Context: an optimization exercise on an open-source flow, tuned for small area, a short achievable clock period and few clock cycles per item. The choices shown serve that exercise and are no tape-out recipe.
RTL that was checked went through simulation tests only; none was proved equivalent to the original.

==> run E: inputs <==
## vector_floating_point_divide_unit_iterative
module vector_floating_point_divide_unit_iterative #(
  parameter int VLEN = 128,
  parameter int SEW  = 32
) (
  input  logic            clock,
  input  logic            reset,
  input  logic            flush,
  input  logic            in_valid,
  output logic            in_ready,
  input  logic            reverse,
  input  logic [VLEN-1:0] vs2,
  input  logic [VLEN-1:0] vs1,
  output logic            out_valid,
  input  logic            out_ready,
  output logic [VLEN-1:0] vd,
  output logic [4:0]      fflags
);
export LEC_CHECK = 0
export CAP_MARGIN = 20
export CORE_MARGIN = 2
export CORE_UTILIZATION = 50
export CTS_CLUSTER_DIAMETER = 80
export CTS_CLUSTER_SIZE = 20
export SETUP_SLACK_MARGIN = 2.0
export SLEW_MARGIN = 20
export TNS_END_PERCENT = 0
create_clock -name core_clock -period 5.5 [get_ports {clock}]
standard.sh (not shown) runs the stock make flow with config.mk's settings and CLKGATE_MAP_FILE= SYNTH_SCRIPT=/design/flow/synth_recipe.tcl, a recipe that flattens the netlist after the stock synthesis.
==> flow/flow/run.sh <==
#!/bin/bash
set -o pipefail
cp standard.sh standard_sh.txt
export BUFFER_PORTS_ARGS="-buffer_cell sky130_fd_sc_hd__buf_1"
bash standard.sh > standard.log 2>&1
==> run Y (differences from run E) <==
--- a/flow/design.v
+++ b/flow/design.v
@@ -28,19 +28,16 @@
 module fp32_divide_lane (
   input  logic        clock,
   input  logic        load,
   input  logic        step,
   input  logic        fin1,
   input  logic        round,
   input  logic [30:0] op_a,
   input  logic [30:0] op_b,
-  input  logic [22:19] op_x,
-  input  logic [22:19] op_y,
-  input  logic        reverse,
   input  logic        sign_in,
   output logic [31:0] result,
   output logic [4:0]  flags
 );
   localparam int NV = vector_floating_point_divide_unit_iterative_pkg::FF_NV;
   localparam int DZ = vector_floating_point_divide_unit_iterative_pkg::FF_DZ;
   localparam int OF = vector_floating_point_divide_unit_iterative_pkg::FF_OF;
   localparam int UF = vector_floating_point_divide_unit_iterative_pkg::FF_UF;
@@ -1030,30 +1027,22 @@
   assign sum = s_q ^ c_q ^ addend;
   assign cy  = (s_q & c_q) | (s_q & addend) | (c_q & addend);
   logic [26:0] mag_t, addend_t;
   logic [24:17] sum_t, cy_t;
   assign mag_t    = mag;
   assign addend_t = addend;
   assign sum_t    = s_q[24:17] ^ c_q[24:17] ^ addend_t[24:17];
   assign cy_t     = (s_q[24:17] & c_q[24:17]) | (s_q[24:17] & addend_t[24:17]) | (c_q[24:17] & addend_t[24:17]);
-  logic [6:0] est_n;
+  logic [6:0] est_n, est_ld;
   logic [3:0] dg_n, dg_ld;
   assign est_n  = sum_t[24:18] + cy_t[23:17];
   assign dg_n   = sel_digit(d_q[22:20], est_n);
-  logic       h_xy, h_yx;
-  logic [6:0] est_xy, est_yx;
-  logic [3:0] dg_xy, dg_yx;
-  assign h_xy   = (op_x[22:20] <= op_y[22:20]);
-  assign h_yx   = (op_y[22:20] <= op_x[22:20]);
-  assign est_xy = h_xy ? {2'b00, 1'b1, op_x[22:19]} : {3'b000, 1'b1, op_x[22:20]};
-  assign est_yx = h_yx ? {2'b00, 1'b1, op_y[22:19]} : {3'b000, 1'b1, op_y[22:20]};
-  assign dg_xy  = sel_digit(op_y[22:20], est_xy);
-  assign dg_yx  = sel_digit(op_x[22:20], est_yx);
-  assign dg_ld  = reverse ? dg_yx : dg_xy;
+  assign est_ld = h_in ? {2'b00, 1'b1, op_a[22:19]} : {3'b000, 1'b1, op_a[22:20]};
+  assign dg_ld  = sel_digit(op_b[22:20], est_ld);
   logic [25:0] q_dec;
   logic [1:0]  dig;
   assign q_dec = q_q - 26'd1;
   assign dig   = {qtwo | (qone & qneg), qone};
   logic        neg, nz, neg_c, nz_c;
   logic [26:0] wsum;
   assign wsum  = s_q + c_q;
   assign neg_c = wsum[26];
@@ -1226,19 +1215,16 @@
     fp32_divide_lane u_lane (
       .clock    (clock),
       .load     (ready),
       .step     (it_q),
       .fin1     (fin1_q),
       .round    (round_now),
       .op_a     (op_a),
       .op_b     (op_b),
-      .op_x     (vs2[32*i+19 +: 4]),
-      .op_y     (vs1[32*i+19 +: 4]),
-      .reverse  (reverse),
       .sign_in  (vs1[32*i+31] ^ vs2[32*i+31]),
       .result   (lane_res[i]),
       .flags    (lane_flags[i])
     );
   end
   always_comb begin
     flags_or = '0;
     for (int i = 0; i < NUM_LANES; i++) flags_or = flags_or | lane_flags[i];
- CORE_UTILIZATION: 50 -> 45
==> run notes <==
- Status: finished clean
- Worst r2r path cells: 13
- Grt met1 use: 34.24%
- Syn_nets: roughly 5600
[end of results for run Y]
==> run notes <==
- Grt met1 use: 38.69%
- RSZ-0062 raised after global routing: true
- Worst r2r path cells: 14
- Count leader, synth: nor2_1
- Layout Nets: 5985
- Syn_nets: 5664
- Status: finished clean
[end of results for run E]
Testbench counts of run Y, summed over its fixed seeds: cycles 26,904, items 1,920.
Function not checked in run E: the RTL went through the layout flow alone.

==> inputs of v17 <==
==> flow/design.v <==
package vector_floating_point_divide_unit_iterative_pkg;
  localparam logic [2:0] ZERO   = 3'd0;
  localparam logic [2:0] NORMAL = 3'd1;
  localparam logic [2:0] INF    = 3'd2;
  localparam logic [2:0] QNAN   = 3'd3;
  localparam logic [2:0] SNAN   = 3'd4;
  localparam int FF_NV = 4;
  localparam int FF_DZ = 3;
  localparam int FF_OF = 2;
  localparam int FF_UF = 1;
  localparam int FF_NX = 0;
  localparam logic [1:0] IDLE   = 2'd0;
  localparam logic [1:0] DIVIDE = 2'd1;
  localparam logic [1:0] ROUND  = 2'd2;
  localparam logic [1:0] DONE   = 2'd3;
  localparam logic [31:0] FP32_CANONICAL_NAN  = 32'h7FC00000;
  localparam int          FP32_BIAS           = 127;
  localparam int          FP32_DIV_ITERATIONS = 26;
  function automatic logic [2:0] fp32_classify(input logic [31:0] x);
    logic [2:0] c;
    if (x[30:23] == 8'h00)      c = ZERO;
    else if (x[30:23] == 8'hFF) c = (x[22:0] == 23'd0) ? INF :
                                    (x[22] ? QNAN : SNAN);
    else                        c = NORMAL;
    fp32_classify = c;
  endfunction
endpackage
module fp32_divide_lane (
  input  logic        clock,
  input  logic        load,
  input  logic        step,
  input  logic        first,
  input  logic        last,
  input  logic        round,
  input  logic [30:0] op_a,
  input  logic [30:0] op_b,
  input  logic        sign_in,
  output logic [31:0] result,
  output logic [4:0]  flags
);
  localparam int NV = vector_floating_point_divide_unit_iterative_pkg::FF_NV;
  localparam int DZ = vector_floating_point_divide_unit_iterative_pkg::FF_DZ;
  localparam int OF = vector_floating_point_divide_unit_iterative_pkg::FF_OF;
  localparam int UF = vector_floating_point_divide_unit_iterative_pkg::FF_UF;
  localparam int NX = vector_floating_point_divide_unit_iterative_pkg::FF_NX;
  logic [24:0] x_q;        
  logic [22:0] d_q;        
  logic [24:0] q_q;        
  logic [7:0]  ea_q, eb_q;
  logic        s_q, norm_q;
  logic        sp_nan_q, sp_inf_q, sp_zero_q, sp_nv_q, sp_dz_q;
  logic        rs_q;
  logic [7:0]  re_q;
  logic [24:0] diff;
  logic        ge;
  assign {ge, diff} = {1'b1, x_q} - {2'b01, d_q};
  logic a_zero, a_inf, a_nan, a_snan, b_zero, b_inf, b_nan, b_snan;
  logic a_ff, b_ff, a_fz, b_fz;
  assign a_ff   = &ea_q;
  assign b_ff   = &eb_q;
  assign a_fz   = ~|x_q[22:0];
  assign b_fz   = ~|d_q;
  assign a_zero = ~|ea_q;
  assign b_zero = ~|eb_q;
  assign a_inf  = a_ff & a_fz;
  assign b_inf  = b_ff & b_fz;
  assign a_nan  = a_ff & ~a_fz;
  assign b_nan  = b_ff & ~b_fz;
  assign a_snan = a_nan & ~x_q[22];
  assign b_snan = b_nan & ~d_q[22];
  logic p_nan, p_inf, p_zero, p_nv, p_dz, p_invalid;
  assign p_invalid = (a_zero & b_zero) | (a_inf & b_inf);
  assign p_nan  = a_nan | b_nan | p_invalid;
  assign p_nv   = a_snan | b_snan | p_invalid;
  assign p_inf  = ~p_nan & (a_inf | b_zero);
  assign p_dz   = ~p_nan & ~a_inf & b_zero;
  assign p_zero = ~p_nan & ~a_inf & ~b_zero & (a_zero | b_inf);
  logic        sticky, up, inexact;
  logic [22:0] fr, fr_inc;
  logic        c_inc, c;
  logic [9:0]  e0, e1, e_fin;
  logic        ovf, unf;
  logic [31:0] rnd_res;
  logic [4:0]  rnd_flags;
  always_comb begin
    sticky  = |x_q;
    up      = q_q[0] & (sticky | q_q[1]);
    inexact = q_q[0] | sticky;
    {c_inc, fr_inc} = {1'b0, q_q[23:1]} + 24'd1;
    fr      = up ? fr_inc : q_q[23:1];
    c       = up & c_inc;
    e0      = {2'b00, ea_q} - {2'b00, eb_q} + 10'd126 + {9'd0, norm_q};
    e1      = e0 + 10'd1;
    e_fin   = c ? e1 : e0;
    ovf     = c ? ($signed(e1) >= 10'sd255) : ($signed(e0) >= 10'sd255);
    unf     = c ? ($signed(e1) <= 10'sd0)   : ($signed(e0) <= 10'sd0);
    rnd_flags = '0;
    if (sp_nan_q) begin
      rnd_res       = 32'h7FC00000;
      rnd_flags[NV] = sp_nv_q;
    end else if (sp_inf_q) begin
      rnd_res       = {s_q, 8'hFF, 23'd0};
      rnd_flags[DZ] = sp_dz_q;
    end else if (sp_zero_q) begin
      rnd_res       = {s_q, 31'd0};
    end else if (ovf) begin
      rnd_res       = {s_q, 8'hFF, 23'd0};
      rnd_flags[OF] = 1'b1;
      rnd_flags[NX] = 1'b1;
    end else if (unf) begin
      rnd_res       = {s_q, 31'd0};
      rnd_flags[UF] = 1'b1;
      rnd_flags[NX] = 1'b1;
    end else begin
      rnd_res       = {s_q, e_fin[7:0], fr};
      rnd_flags[NX] = inexact;
    end
  end
  assign flags = rnd_flags;
  always_ff @(posedge clock) begin
    if (load) begin
      x_q  <= {2'b01, op_a[22:0]};
      d_q  <= op_b[22:0];
      ea_q <= op_a[30:23];
      eb_q <= op_b[30:23];
      s_q  <= sign_in;
    end else if (step && !(last && norm_q)) begin
      x_q <= ge ? {diff[23:0], 1'b0} : {x_q[23:0], 1'b0};
      q_q <= {q_q[23:0], ge};
    end
    if (first) begin
      norm_q    <= ge;
      sp_nan_q  <= p_nan;
      sp_inf_q  <= p_inf;
      sp_zero_q <= p_zero;
      sp_nv_q   <= p_nv;
      sp_dz_q   <= p_dz;
    end
    if (round) begin
      q_q[23:1] <= rnd_res[22:0];
      re_q      <= rnd_res[30:23];
      rs_q      <= rnd_res[31];
    end
  end
  assign result = {rs_q, re_q, q_q[23:1]};
endmodule
module vector_floating_point_divide_unit_iterative #(
  parameter int VLEN = 128,
  parameter int SEW  = 32
) (
  input  logic            clock,
  input  logic            reset,
  input  logic            flush,
  input  logic            in_valid,
  output logic            in_ready,
  input  logic            reverse,
  input  logic [VLEN-1:0] vs2,
  input  logic [VLEN-1:0] vs1,
  output logic            out_valid,
  input  logic            out_ready,
  output logic [VLEN-1:0] vd,
  output logic [4:0]      fflags
);
  localparam int NUM_LANES = VLEN / SEW;
  if (SEW != 32) begin : g_sew_chk
    $error("vector divider supports SEW=32 only");
  end
  if (VLEN % 32 != 0) begin : g_vlen_chk
    $error("VLEN must be a multiple of 32");
  end
  logic       ld_q;
  logic       it_q;
  logic       rnd_q;
  logic [4:0] cnt_q;      
  logic       ov_q;
  logic       accept, step_en, first, last, it_d;
  assign in_ready  = ld_q;
  assign out_valid = ov_q;
  assign accept    = ld_q & in_valid & ~flush;
  assign step_en   = it_q & (~ov_q | out_ready);
  assign first     = step_en & (cnt_q == 5'd0);
  assign last      = (cnt_q == 5'd25);
  assign it_d      = accept | (it_q & ~(step_en & last));
  always_ff @(posedge clock or posedge reset) begin
    if (reset) begin
      ld_q  <= 1'b0;
      it_q  <= 1'b0;
      rnd_q <= 1'b0;
      cnt_q <= '0;
      ov_q  <= 1'b0;
    end else if (flush) begin
      ld_q  <= 1'b1;
      it_q  <= 1'b0;
      rnd_q <= 1'b0;
      cnt_q <= '0;
      ov_q  <= 1'b0;
    end else begin
      it_q  <= it_d;
      if (step_en) cnt_q <= last ? 5'd0 : cnt_q + 5'd1;
      rnd_q <= step_en & last;
      ld_q  <= ~it_d;
      if (rnd_q)          ov_q <= 1'b1;
      else if (out_ready) ov_q <= 1'b0;
    end
  end
  logic [NUM_LANES-1:0][31:0] lane_res;
  logic [NUM_LANES-1:0][4:0]  lane_flags;
  logic [4:0]                 flags_or;
  for (genvar i = 0; i < NUM_LANES; i++) begin : g_lane
    logic [30:0] op_a, op_b;
    assign op_a = reverse ? vs1[32*i +: 31] : vs2[32*i +: 31];
    assign op_b = reverse ? vs2[32*i +: 31] : vs1[32*i +: 31];
    assign vd[32*i +: 32] = lane_res[i];
    fp32_divide_lane u_lane (
      .clock    (clock),
      .load     (ld_q),
      .step     (step_en),
      .first    (first),
      .last     (last),
      .round    (rnd_q),
      .op_a     (op_a),
      .op_b     (op_b),
      .sign_in  (vs1[32*i+31] ^ vs2[32*i+31]),
      .result   (lane_res[i]),
      .flags    (lane_flags[i])
    );
  end
  always_comb begin
    flags_or = '0;
    for (int i = 0; i < NUM_LANES; i++) flags_or = flags_or | lane_flags[i];
  end
  always_ff @(posedge clock) begin
    if (rnd_q) fflags <= flags_or;
  end
endmodule
==> flow/run.sh <==
#!/bin/bash
# synth_recipe.tcl (not shown) runs the flow's synth.tcl, then flattens the netlist and writes it again
# the make line also repeats each setting of config.mk as NAME=value (left out here)
make -C /OpenROAD-flow-scripts/flow DESIGN_CONFIG=/design/flow/config.mk WORK_HOME=/design/flow/orfs CLKGATE_MAP_FILE= SYNTH_SCRIPT=/design/flow/synth_recipe.tcl finish
==> flow/config.mk <==
export PLATFORM = sky130hd
export DESIGN_NAME = vector_floating_point_divide_unit_iterative
export DESIGN_NICKNAME = vector_floating_point_divide_unit_iterative
export VERILOG_FILES = /design/flow/design.v
export SDC_FILE = /design/flow/constraint.sdc
export NUM_CORES = 4
export LEC_CHECK = 0
export CAP_MARGIN = 20
export CORE_MARGIN = 2
export CORE_UTILIZATION = 40
export SLEW_MARGIN = 20
==> flow/constraint.sdc <==
create_clock -name core_clock -period 5.5 [get_ports {clock}]
set_input_delay 1.1000 -clock core_clock [delete_from_list [all_inputs] [get_ports {clock}]]
set_output_delay 1.1000 -clock core_clock [all_outputs]
set_load 0.01 [all_outputs]
==> v28: changes against v17 <==
--- a/flow/design.v
+++ b/flow/design.v
@@ -30,6 +30,4 @@
   input  logic        load,
   input  logic        step,
-  input  logic        first,
-  input  logic        last,
   input  logic        round,
   input  logic [30:0] op_a,
@@ -44,29 +42,27 @@
   localparam int UF = vector_floating_point_divide_unit_iterative_pkg::FF_UF;
   localparam int NX = vector_floating_point_divide_unit_iterative_pkg::FF_NX;
-  logic [24:0] x_q;        
+  logic [26:0] s_q, c_q;   
   logic [22:0] d_q;        
-  logic [24:0] q_q;        
-  logic [7:0]  ea_q, eb_q;
-  logic        s_q, norm_q;
+  logic [25:0] q_q;        
+  logic [9:0]  e_q;        
+  logic        h_q;        
+  logic        s_sign_q;
   logic        sp_nan_q, sp_inf_q, sp_zero_q, sp_nv_q, sp_dz_q;
   logic        rs_q;
   logic [7:0]  re_q;
-  logic [24:0] diff;
-  logic        ge;
-  assign {ge, diff} = {1'b1, x_q} - {2'b01, d_q};
   logic a_zero, a_inf, a_nan, a_snan, b_zero, b_inf, b_nan, b_snan;
   logic a_ff, b_ff, a_fz, b_fz;
-  assign a_ff   = &ea_q;
-  assign b_ff   = &eb_q;
-  assign a_fz   = ~|x_q[22:0];
-  assign b_fz   = ~|d_q;
-  assign a_zero = ~|ea_q;
-  assign b_zero = ~|eb_q;
+  assign a_ff   = &op_a[30:23];
+  assign b_ff   = &op_b[30:23];
+  assign a_fz   = ~|op_a[22:0];
+  assign b_fz   = ~|op_b[22:0];
+  assign a_zero = ~|op_a[30:23];
+  assign b_zero = ~|op_b[30:23];
   assign a_inf  = a_ff & a_fz;
   assign b_inf  = b_ff & b_fz;
   assign a_nan  = a_ff & ~a_fz;
   assign b_nan  = b_ff & ~b_fz;
-  assign a_snan = a_nan & ~x_q[22];
-  assign b_snan = b_nan & ~d_q[22];
+  assign a_snan = a_nan & ~op_a[22];
+  assign b_snan = b_nan & ~op_b[22];
   logic p_nan, p_inf, p_zero, p_nv, p_dz, p_invalid;
   assign p_invalid = (a_zero & b_zero) | (a_inf & b_inf);
@@ -76,23 +72,76 @@
   assign p_dz   = ~p_nan & ~a_inf & b_zero;
   assign p_zero = ~p_nan & ~a_inf & ~b_zero & (a_zero | b_inf);
-  logic        sticky, up, inexact;
-  logic [22:0] fr, fr_inc;
+  logic [9:0] e_in;
+  assign e_in = {2'b00, op_a[30:23]} - {2'b00, op_b[30:23]} + 10'd126;
+  logic h_in;
+  assign h_in = (op_a[22:20] <= op_b[22:20]);
+  logic [7:0] est;
+  assign est = s_q[26:19] + c_q[26:19];
+  logic signed [7:0] m2, m1, m0, mm1;
+  always_comb begin
+    case (d_q[22:20])
+      3'd0: begin m2 = 8'sd24; m1 = 8'sd6;  m0 = -8'sd10; mm1 = -8'sd26; end
+      3'd1: begin m2 = 8'sd27; m1 = 8'sd7;  m0 = -8'sd12; mm1 = -8'sd30; end
+      3'd2: begin m2 = 8'sd30; m1 = 8'sd8;  m0 = -8'sd13; mm1 = -8'sd33; end
+      3'd3: begin m2 = 8'sd32; m1 = 8'sd8;  m0 = -8'sd14; mm1 = -8'sd36; end
+      3'd4: begin m2 = 8'sd35; m1 = 8'sd9;  m0 = -8'sd16; mm1 = -8'sd40; end
+      3'd5: begin m2 = 8'sd38; m1 = 8'sd10; m0 = -8'sd17; mm1 = -8'sd43; end
+      3'd6: begin m2 = 8'sd40; m1 = 8'sd10; m0 = -8'sd18; mm1 = -8'sd46; end
+      default: begin m2 = 8'sd43; m1 = 8'sd11; m0 = -8'sd20; mm1 = -8'sd50; end
+    endcase
+  end
+  logic ge2, ge1, ge0, gem1;
+  assign ge2  = ($signed(est) >= m2);
+  assign ge1  = ($signed(est) >= m1);
+  assign ge0  = ($signed(est) >= m0);
+  assign gem1 = ($signed(est) >= mm1);
+  logic qpos, qneg, qone, qtwo;
+  assign qpos = ge1;                        
+  assign qneg = ~ge0;                       
+  assign qtwo = ge2 | ~gem1;                
+  assign qone = (ge1 & ~ge2) | (gem1 & ~ge0);  
+  logic [26:0] mag, addend;
+  assign mag    = ({27{qone}} & {3'b000, 1'b1, d_q}) | ({27{qtwo}} & {2'b00, 1'b1, d_q, 1'b0});
+  assign addend = qpos ? ~mag : mag;
+  logic [26:0] sum, cy;
+  assign sum = s_q ^ c_q ^ addend;
+  assign cy  = (s_q & c_q) | (s_q & addend) | (c_q & addend);
+  logic [25:0] q_dec;
+  logic [1:0]  dig;
+  assign q_dec = q_q - 26'd1;
+  assign dig   = {qtwo | (qone & qneg), qone};
+  logic        neg, nz;
+  logic [26:0] wsum;
+  assign wsum = s_q + c_q;
+  assign neg  = wsum[26];
+  assign nz   = ((s_q ^ c_q) != {(s_q[25:0] | c_q[25:0]), 1'b0});
+  logic        lead1, norm, r, xb, lsb, up, inexact;
+  logic [22:0] frac, fr, fr_inc;
   logic        c_inc, c;
-  logic [9:0]  e0, e1, e_fin;
-  logic        ovf, unf;
+  logic [9:0]  e0, e_inc, e_fin;
+  logic        ovf, unf, ovf0, unf0, ovf1, unf1;
   logic [31:0] rnd_res;
   logic [4:0]  rnd_flags;
   always_comb begin
-    sticky  = |x_q;
-    up      = q_q[0] & (sticky | q_q[1]);
-    inexact = q_q[0] | sticky;
-    {c_inc, fr_inc} = {1'b0, q_q[23:1]} + 24'd1;
-    fr      = up ? fr_inc : q_q[23:1];
+    lead1   = q_q[25];
+    norm    = ~h_q | lead1;
+    frac    = lead1 ? q_q[24:2] : q_q[23:1];
+    r       = lead1 ? q_q[1]    : q_q[0];
+    xb      = lead1 & q_q[0];
+    lsb     = frac[0];
+    up      = r & (xb | (~neg & (lsb | nz)));
+    inexact = r | xb | nz;
+    {c_inc, fr_inc} = {1'b0, frac} + 24'd1;
+    fr      = up ? fr_inc : frac;
     c       = up & c_inc;
-    e0      = {2'b00, ea_q} - {2'b00, eb_q} + 10'd126 + {9'd0, norm_q};
-    e1      = e0 + 10'd1;
-    e_fin   = c ? e1 : e0;
-    ovf     = c ? ($signed(e1) >= 10'sd255) : ($signed(e0) >= 10'sd255);
-    unf     = c ? ($signed(e1) <= 10'sd0)   : ($signed(e0) <= 10'sd0);
+    e0      = e_q + {9'd0, norm};
+    e_inc   = e0 + 10'd1;
+    ovf0    = ($signed(e0) >= 10'sd255);
+    unf0    = ($signed(e0) <= 10'sd0);
+    ovf1    = ($signed(e_inc) >= 10'sd255);
+    unf1    = ($signed(e_inc) <= 10'sd0);
+    e_fin   = c ? e_inc : e0;
+    ovf     = c ? ovf1 : ovf0;
+    unf     = c ? unf1 : unf0;
     rnd_flags = '0;
     if (sp_nan_q) begin
@@ -100,18 +149,18 @@
       rnd_flags[NV] = sp_nv_q;
     end else if (sp_inf_q) begin
-      rnd_res       = {s_q, 8'hFF, 23'd0};
+      rnd_res       = {s_sign_q, 8'hFF, 23'd0};
       rnd_flags[DZ] = sp_dz_q;
     end else if (sp_zero_q) begin
-      rnd_res       = {s_q, 31'd0};
+      rnd_res       = {s_sign_q, 31'd0};
     end else if (ovf) begin
-      rnd_res       = {s_q, 8'hFF, 23'd0};
+      rnd_res       = {s_sign_q, 8'hFF, 23'd0};
       rnd_flags[OF] = 1'b1;
       rnd_flags[NX] = 1'b1;
     end else if (unf) begin
-      rnd_res       = {s_q, 31'd0};
+      rnd_res       = {s_sign_q, 31'd0};
       rnd_flags[UF] = 1'b1;
       rnd_flags[NX] = 1'b1;
     end else begin
-      rnd_res       = {s_q, e_fin[7:0], fr};
+      rnd_res       = {s_sign_q, e_fin[7:0], fr};
       rnd_flags[NX] = inexact;
     end
@@ -120,15 +169,10 @@
   always_ff @(posedge clock) begin
     if (load) begin
-      x_q  <= {2'b01, op_a[22:0]};
-      d_q  <= op_b[22:0];
-      ea_q <= op_a[30:23];
-      eb_q <= op_b[30:23];
-      s_q  <= sign_in;
-    end else if (step && !(last && norm_q)) begin
-      x_q <= ge ? {diff[23:0], 1'b0} : {x_q[23:0], 1'b0};
-      q_q <= {q_q[23:0], ge};
-    end
-    if (first) begin
-      norm_q    <= ge;
+      s_q       <= h_in ? {2'b00, 1'b1, op_a[22:0], 1'b0} : {3'b000, 1'b1, op_a[22:0]};
+      c_q       <= '0;
+      d_q       <= op_b[22:0];
+      e_q       <= e_in;
+      h_q       <= h_in;
+      s_sign_q  <= sign_in;
       sp_nan_q  <= p_nan;
       sp_inf_q  <= p_inf;
@@ -136,12 +180,16 @@
       sp_nv_q   <= p_nv;
       sp_dz_q   <= p_dz;
+    end else if (step) begin
+      s_q <= {sum[24:0], 2'b00};
+      c_q <= {cy[23:0], qpos, 2'b00};
+      q_q <= qneg ? {q_dec[23:0], dig} : {q_q[23:0], dig};
     end
     if (round) begin
-      q_q[23:1] <= rnd_res[22:0];
+      q_q[22:0] <= rnd_res[22:0];
       re_q      <= rnd_res[30:23];
       rs_q      <= rnd_res[31];
     end
   end
-  assign result = {rs_q, re_q, q_q[23:1]};
+  assign result = {rs_q, re_q, q_q[22:0]};
 endmodule
 module vector_floating_point_divide_unit_iterative #(
@@ -163,4 +211,5 @@
 );
   localparam int NUM_LANES = VLEN / SEW;
+  localparam int STEPS     = 13;
   if (SEW != 32) begin : g_sew_chk
     $error("vector divider supports SEW=32 only");
@@ -169,16 +218,15 @@
     $error("VLEN must be a multiple of 32");
   end
-  logic       ld_q;
+  logic       ld_q;       
   logic       it_q;
   logic       rnd_q;
-  logic [4:0] cnt_q;      
+  logic [3:0] cnt_q;
   logic       ov_q;
-  logic       accept, step_en, first, last, it_d;
+  logic       accept, step_en, last, it_d;
   assign in_ready  = ld_q;
   assign out_valid = ov_q;
   assign accept    = ld_q & in_valid & ~flush;
   assign step_en   = it_q & (~ov_q | out_ready);
-  assign first     = step_en & (cnt_q == 5'd0);
-  assign last      = (cnt_q == 5'd25);
+  assign last      = (cnt_q == 4'(STEPS - 1));
   assign it_d      = accept | (it_q & ~(step_en & last));
   always_ff @(posedge clock or posedge reset) begin
@@ -197,7 +245,7 @@
     end else begin
       it_q  <= it_d;
-      if (step_en) cnt_q <= last ? 5'd0 : cnt_q + 5'd1;
+      if (step_en) cnt_q <= last ? 4'd0 : cnt_q + 4'd1;
       rnd_q <= step_en & last;
-      ld_q  <= ~it_d;
+      ld_q  <= ~accept & ~it_d;
       if (rnd_q)          ov_q <= 1'b1;
       else if (out_ready) ov_q <= 1'b0;
@@ -216,6 +264,4 @@
       .load     (ld_q),
       .step     (step_en),
-      .first    (first),
-      .last     (last),
       .round    (rnd_q),
       .op_a     (op_a),
==> run notes <==
item	v17	v28
Arrival time at the worst endpoint	5.11 ns	5.29 ns
GRT Resource Usage Total	20.44%	23.62%
Cell count after synthesis	3230	5048
Adder-cell area share of the yosys netlist	6.300%	13.75%
Worst slew pin tran	1.085 ns	0.9471 ns
R2R cell count	15	12
Flop-to-flop setup slack	0.66 ns	0.65 ns
Inverters	231	362
Multi-input gate share of total cell area	45.76%	53.90%
Clock tree skew after final layout	0.01515 ns	0.03399 ns
Worst R2R Start	g_lane[0].u_lane.eb_q[0]	g_lane[2].u_lane.c_q[23]
Critical R2R Capture	g_lane[0].u_lane.q_q[7]	g_lane[2].u_lane.q_q[5]
Number of global-route vias before repair	24470	36830
Worst slack on hold paths	0.5107 ns	0.4770 ns
Min Clock Period, post-route	4.844 ns	4.853 ns
Run status	no timing/DRC/antenna violations	no timing/DRC/antenna violations
Half-perimeter wire length after detailed placement	67490 µm	110900 µm
No run of this note included a check of the RTL's function; only the layout flow was run.

==> what the ideal ports hide <==
Ports are ideal in the flow. The routed layouts listed here were re-timed in OpenROAD.
Step 1 sets driving cells, clkbuf_16 on the clock port and buf_2 on the other inputs (assumed; they add their load-dependent delay and slew).
Step 2 moves the port delays by t, midway between the first and last clock arrival at a register: inputs arrive t later, outputs are due t later. That takes back most of the time a late clock gives input paths.
a / b / c = ideal / step 1 / step 2; a / b = the first two.
run | shift t [ns] | setup slack, ns | latest minus earliest clock arrival (ns)
run E | 0.690 | 1.707 / 1.707 / 1.149 | 0.032 / 0.032
run Y | 0.717 | 1.751 / 1.751 / 1.195 | 0.050 / 0.050
v17 | 0.658 | 0.656 / 0.656 / 0.656 | 0.017 / 0.018
v28 | 0.703 | 0.647 / 0.647 / 0.647 | 0.034 / 0.034
After both steps setup and hold are still met in every run listed. The setup slack of run E, which loses most, moves by 0.000 ns with the drivers and by -0.558 ns with both steps.
